What follows belongs to an exercise in optimizing a design on an open flow for small area, a short achievable clock period and few clock cycles per item; a production flow would make more cautious choices. Function was checked by simulation only, so behaviour that the tests miss may differ from the original. Power and IR drop assume default switching activity.

Setup of willow:
## lattice_fermion_hop_sign
module lattice_fermion_hop_sign #(
    parameter int SITES         = 64,
    parameter int MAX_PARTICLES = 64
) (
    input  logic             clk,
    input  logic             rst_n,
    input  logic             in_valid,
    output logic             in_stall,
    input  lfhs_pkg::in_item_t  in_data,
    output logic             out_valid,
    input  logic             out_stall,
    output lfhs_pkg::out_item_t out_data,
    input  logic             cfg_write,
    input  logic             cfg_index,
    input  logic [lfhs_pkg::CFG_W-1:0] cfg_data
);
Size in the first run: ~3200 cells after synthesis, roughly 35 I/O pins.
==> flow/config.mk <==
export PLATFORM = sky130hd
export DESIGN_NAME = lattice_fermion_hop_sign
export DESIGN_NICKNAME = lattice_fermion_hop_sign
export VERILOG_FILES = /design/flow/design.v
export SDC_FILE = /design/flow/constraint.sdc
export NUM_CORES = 4
export LEC_CHECK = 0
export CAP_MARGIN = 20
export CORE_MARGIN = 2
export CORE_UTILIZATION = 60
export CTS_CLUSTER_DIAMETER = 60
export CTS_CLUSTER_SIZE = 25
export SETUP_SLACK_MARGIN = 2.5
export SLEW_MARGIN = 20
==> flow/constraint.sdc <==
create_clock -name core_clock -period 5.0 [get_ports {clk}]
set_input_delay 1.0000 -clock core_clock [delete_from_list [all_inputs] [get_ports {clk}]]
set_output_delay 1.0000 -clock core_clock [all_outputs]
set_load 0.01 [all_outputs]
run.sh (not shown) runs the stock make flow with config.mk's settings and CLKGATE_MAP_FILE= SYNTH_SCRIPT=/design/flow/synth_recipe.tcl, a recipe that flattens the netlist after the stock synthesis.
Testbench counts of willow, summed over its fixed seeds: cycles 9,640, items 9,600.
Input changes introduced in pepper (baseline for comparison: willow):
diff --git a/flow/design.v b/flow/design.v
--- a/flow/design.v
+++ b/flow/design.v
@@ -202,21 +202,28 @@
     logic                 b1_c_clr;
     logic                 b2_fwd;
     logic [SW-1:0]        b2_o;
     logic [NS-1:0]        b2_th_o;
     logic [NS-1:0]        b2_th_s;
     logic                 b2_c_set;
     logic                 b2_c_clr;
     logic                 b2_occ_up;
     logic                 b2_occ_dn;
     logic [CW-1:0]        b2_created;
-    logic [lfhs_pkg::CFG_W-1:0] b2_lim;
+    logic                 b2_full_up;
+    logic                 b2_full_dn;
+    logic                 b2_near_up;
+    logic                 b2_near_dn;
+    logic                 b2_ge_up;
+    logic                 b2_ge_dn;
+    logic                 b2_gt_up;
+    logic                 b2_gt_dn;
     logic                 b2_inc;
     logic                 b2_err_part;
     logic                 b2_err_lim;
     logic                 b2_busy;
     logic [CW-1:0]        b2_created_eff;
     logic [SW:0]          b2_waddr;
     logic                 c_change;
     logic                 c_par_up;
     logic                 c_par_dn;
     logic [NS-1:0]        c_set;
@@ -302,27 +309,33 @@
         begin
             b2_th_o[i] = (i < int'(b2_o));
             b2_th_s[i] = (i < int'(r2_s));
         end
     end
     assign b2_c_set  = (r3_s == r2_s);
     assign b2_c_clr  = r3_hop && (r3_o == r2_s);
     assign b2_occ_up = (c_change && !r3_sp) ? (b2_c_set || (r2_occ_up && !b2_c_clr)) : r2_occ_up;
     assign b2_occ_dn = (c_change && r3_sp) ? (b2_c_set || (r2_occ_dn && !b2_c_clr)) : r2_occ_dn;
     assign b2_created = r2_sp ? created_dn_reg : created_up_reg;
-    assign b2_lim     = r2_sp ? lim_dn_reg : lim_up_reg;
     assign b2_inc     = c_change && !r3_hop && (r3_sp == r2_sp);
-    assign b2_err_part = r2_hop && (b2_inc ? ({1'b0, r2_p} > b2_created)
-                                          : ({1'b0, r2_p} >= b2_created));
-    assign b2_err_lim  = !r2_hop && (b2_inc ? (({1'b0, b2_created} + 8'd1 >= {1'b0, b2_lim}) ||
-                                               (b2_created >= CW'(63)))
-                                            : ((b2_created >= b2_lim) || b2_created[6]));
+    assign b2_full_up = (created_up_reg >= lim_up_reg) || created_up_reg[6];
+    assign b2_full_dn = (created_dn_reg >= lim_dn_reg) || created_dn_reg[6];
+    assign b2_near_up = ({1'b0, created_up_reg} + 8'd1 >= {1'b0, lim_up_reg}) || (created_up_reg >= CW'(63));
+    assign b2_near_dn = ({1'b0, created_dn_reg} + 8'd1 >= {1'b0, lim_dn_reg}) || (created_dn_reg >= CW'(63));
+    assign b2_ge_up   = ({1'b0, r2_p} >= created_up_reg);
+    assign b2_ge_dn   = ({1'b0, r2_p} >= created_dn_reg);
+    assign b2_gt_up   = ({1'b0, r2_p} > created_up_reg);
+    assign b2_gt_dn   = ({1'b0, r2_p} > created_dn_reg);
+    assign b2_err_part = r2_hop && (r2_sp ? (b2_inc ? b2_gt_dn : b2_ge_dn)
+                                          : (b2_inc ? b2_gt_up : b2_ge_up));
+    assign b2_err_lim  = !r2_hop && (r2_sp ? (b2_inc ? b2_near_dn : b2_full_dn)
+                                           : (b2_inc ? b2_near_up : b2_full_up));
     assign b2_busy = r2_sp ? b2_occ_dn : b2_occ_up;
     assign b2_created_eff = b2_created + {{(CW-1){1'b0}}, b2_inc};
     assign b2_waddr       = {r2_sp, r2_hop ? r2_p : b2_created_eff[SW-1:0]};
     always_ff @(posedge clk)
     begin
         r3_waddr    <= b2_waddr;
         r3_sp       <= r2_sp;
         r3_hop      <= r2_hop;
         r3_s        <= r2_s;
         r3_o        <= b2_o;
Notes after the runs:
- In summary, pepper completed successfully, with a layout that passed the timing, DRC and antenna checks.
- Compared with willow, in pepper share of layout cells above drive strength 1 has decreased, wire length of the first global-routing pass has increased.
- Count of cells resized by post-cts repair is lower on pepper
- On sequential cell area share: pepper sits below willow.
- Across both runs, biggest fanout along the worst timing path was lower for pepper than for willow.
- The via count of the routed design number comes out higher for pepper vs willow.
- From willow to pepper the numbers moved as follows: setup slack after placement increased by 150 ps relative to the old numbers; clock network power share decreased by 1.0 points relative to the old numbers.
Testbench counts of pepper, summed over its fixed seeds: cycles 9,640, items 9,600.

---

Another version of the RTL of lattice_fermion_hop_sign (not shown whole).
Size: ~3200 cells after synthesis, about 1200 flip-flops, ~35 I/O pins, ~46000 µm² of cells after synthesis.
export LEC_CHECK = 0
export CAP_MARGIN = 20
export CORE_MARGIN = 2
export CORE_UTILIZATION = 60
export SETUP_SLACK_MARGIN = 2.5
export SLEW_MARGIN = 20
create_clock -name core_clock -period 5.0 [get_ports {clk}]
Testbench counts at the start, summed over its fixed seeds: cycles 9,640, items 9,600.
Then changed:
--- a/flow/design.v
+++ b/flow/design.v
@@ -50,26 +50,32 @@
 module lfhs_ram #(
     parameter int WIDTH = 6,
     parameter int ROWS  = 8,
     parameter int COLS  = 16
 ) (
     input  logic                             clk,
-    input  logic                             wr_en,
-    input  logic [$clog2(ROWS*COLS)-1:0]     wr_addr,
+    input  logic [ROWS-1:0]                  wr_row,
+    input  logic [COLS-1:0]                  wr_col,
     input  logic [WIDTH-1:0]                 wr_data,
     input  logic [ROWS-1:0]                  rd_row,
     input  logic [COLS-1:0]                  rd_col,
     output logic [WIDTH-1:0]                 rd_data
 );
     logic [WIDTH-1:0] mem_reg [ROWS*COLS];
     logic [WIDTH-1:0] row_data [ROWS];
     always_ff @(posedge clk)
     begin
-        if (wr_en)
+        for (int r = 0; r < ROWS; r++)
         begin
-            mem_reg[wr_addr] <= wr_data;
+            for (int c = 0; c < COLS; c++)
+            begin
+                if (wr_row[r] && wr_col[c])
+                begin
+                    mem_reg[r*COLS+c] <= wr_data;
+                end
+            end
         end
     end
     always_comb
     begin
         for (int r = 0; r < ROWS; r++)
         begin
@@ -127,12 +133,14 @@
     logic                 r2_v;
     logic                 r2_sp;
     logic                 r2_hop;
     logic [SW-1:0]        r2_p;
     logic [SW-1:0]        r2_s;
     logic [SW-1:0]        r2_o;
+    logic                 r2_fm;
+    logic [SW-1:0]        r2_fv;
     logic                 r2_m;
     logic                 r2_occ_up;
     logic                 r2_occ_dn;
     logic                 r3_v;
     logic                 r3_chg;
     logic                 r3_sp;
@@ -154,13 +162,14 @@
     logic                 r4_par_up;
     logic                 r4_par_dn;
     logic                 r4_occ_up;
     logic                 r4_occ_dn;
     logic                 r4_err_part;
     logic                 r4_err_lim;
-    logic [SW:0]          r4_waddr;
+    logic [7:0]           r4_wrow;
+    logic [15:0]          r4_wcol;
     logic [SW-1:0]        r4_s;
     logic [NS-1:0]        occ_up_reg;
     logic [NS-1:0]        occ_dn_reg;
     logic [CW-1:0]        created_up_reg;
     logic [CW-1:0]        created_dn_reg;
     logic [lfhs_pkg::CFG_W-1:0] lim_up_reg;
@@ -256,38 +265,40 @@
     lfhs_ram #(
         .WIDTH (SW),
         .ROWS  (8),
         .COLS  (16)
     ) u_site_list (
         .clk     (clk),
-        .wr_en   (r4_chg),
-        .wr_addr (r4_waddr),
+        .wr_row  (r4_wrow),
+        .wr_col  (r4_wcol),
         .wr_data (r4_s),
         .rd_row  (r1_row),
         .rd_col  (r1_col),
         .rd_data (b1_o_raw)
     );
     assign b1_fwd_c = r3_chg && (r3_waddr == {b1_sp, b1_p});
-    assign b1_fwd_d = r4_chg && (r4_waddr == {b1_sp, b1_p});
+    assign b1_fwd_d = (|(r4_wrow & r1_row)) && (|(r4_wcol & r1_col));
     assign b1_up_raw = occ_up_reg[b1_s];
     assign b1_dn_raw = occ_dn_reg[b1_s];
     assign b1_c_set  = (r3_s == b1_s);
     assign b1_c_clr  = r3_hop && (r3_o == b1_s);
     always_ff @(posedge clk)
     begin
         r2_sp  <= b1_sp;
         r2_hop <= b1_hop;
         r2_p   <= b1_p;
         r2_s   <= b1_s;
-        r2_o   <= b1_fwd_c ? r3_s : (b1_fwd_d ? r4_s : b1_o_raw);
+        r2_o   <= b1_o_raw;
+        r2_fm  <= b1_fwd_c || b1_fwd_d;
+        r2_fv  <= b1_fwd_c ? r3_s : r4_s;
         r2_occ_up <= (c_change && !r3_sp) ? (b1_c_set || (b1_up_raw && !b1_c_clr)) : b1_up_raw;
         r2_occ_dn <= (c_change && r3_sp) ? (b1_c_set || (b1_dn_raw && !b1_c_clr)) : b1_dn_raw;
         r2_m   <= (b2_waddr == {b1_sp, b1_p});
     end
     assign b2_fwd = c_change && r2_m;
-    assign b2_o   = b2_fwd ? r3_s : r2_o;
+    assign b2_o   = b2_fwd ? r3_s : (r2_fm ? r2_fv : r2_o);
     always_comb
     begin
         for (int i = 0; i < NS; i++)
         begin
             b2_th_o[i] = (i < int'(b2_o));
             b2_th_s[i] = (i < int'(r2_s));
@@ -348,13 +359,20 @@
         r4_par_up   <= c_par_up;
         r4_par_dn   <= c_par_dn;
         r4_occ_up   <= r3_occ_up;
         r4_occ_dn   <= r3_occ_dn;
         r4_err_part <= r3_err_part;
         r4_err_lim  <= r3_err_lim;
-        r4_waddr    <= r3_waddr;
+        for (int i = 0; i < 8; i++)
+        begin
+            r4_wrow[i] <= r3_chg && (r3_waddr[6:4] == 3'(i));
+        end
+        for (int i = 0; i < 16; i++)
+        begin
+            r4_wcol[i] <= (r3_waddr[3:0] == 4'(i));
+        end
         r4_s        <= r3_s;
     end
     assign d_flip = r4_chg && (((!r4_sp || !r4_hop) && r4_par_up) ^ (r4_sp && r4_par_dn) ^ r4_corr);
     assign d_sign = sign_reg ^ d_flip;
     assign d_res  = {d_flip, d_sign,
                      r4_occ_dn || (r4_chg && r4_sp),
- die area goes up slightly
- cell area is lower by a few percent
- global-route usage went down by 3.2 points
- first-iteration DRC count decreases by a quarter to a third
- power decreases slightly
- wire length went down by a few percent
- hold slack gets better by 70 ps
- via count went down by a few percent
Testbench counts after the change, summed over its fixed seeds: cycles 9,640, items 9,600.

## static timing again, ports no longer ideal
The flow's constraints put no driver on any port. The routed layouts listed below were extracted and timed again, unchanged, in two steps.
Step 1 assumes that a clkbuf_16 drives the clock port and a buf_2 every other input.
Step 2 moves the port delays by t, midway between the first and last clock arrival at a register: inputs arrive t later, outputs are due t later. That takes back most of the time a late clock gives input paths.
Slacks: ideal / step 1 / step 2; pairs: ideal / step 1.
run | t (ns) | setup slack, ns | hold WS [ns] | worst setup path at the end
willow | 0.718 | 2.378 / 2.378 / 2.206 | 0.329 / 0.329 / 0.329 | input to register
pepper | 0.714 | 2.428 / 2.428 / 2.232 | 0.341 / 0.341 / 0.341 | input to register
the first run of note 2 | 0.754 | 2.288 / 2.288 / 1.892 | 0.259 / 0.229 / 0.327 | input to register
the second run of note 2 | 0.748 | 2.315 / 2.315 / 2.195 | 0.330 / 0.330 / 0.330 | input to register
After both steps every run listed still meets setup and hold. For the first run of note 2, which loses most, drivers alone change the setup slack by 0.000 ns; drivers and shift together by -0.396 ns.
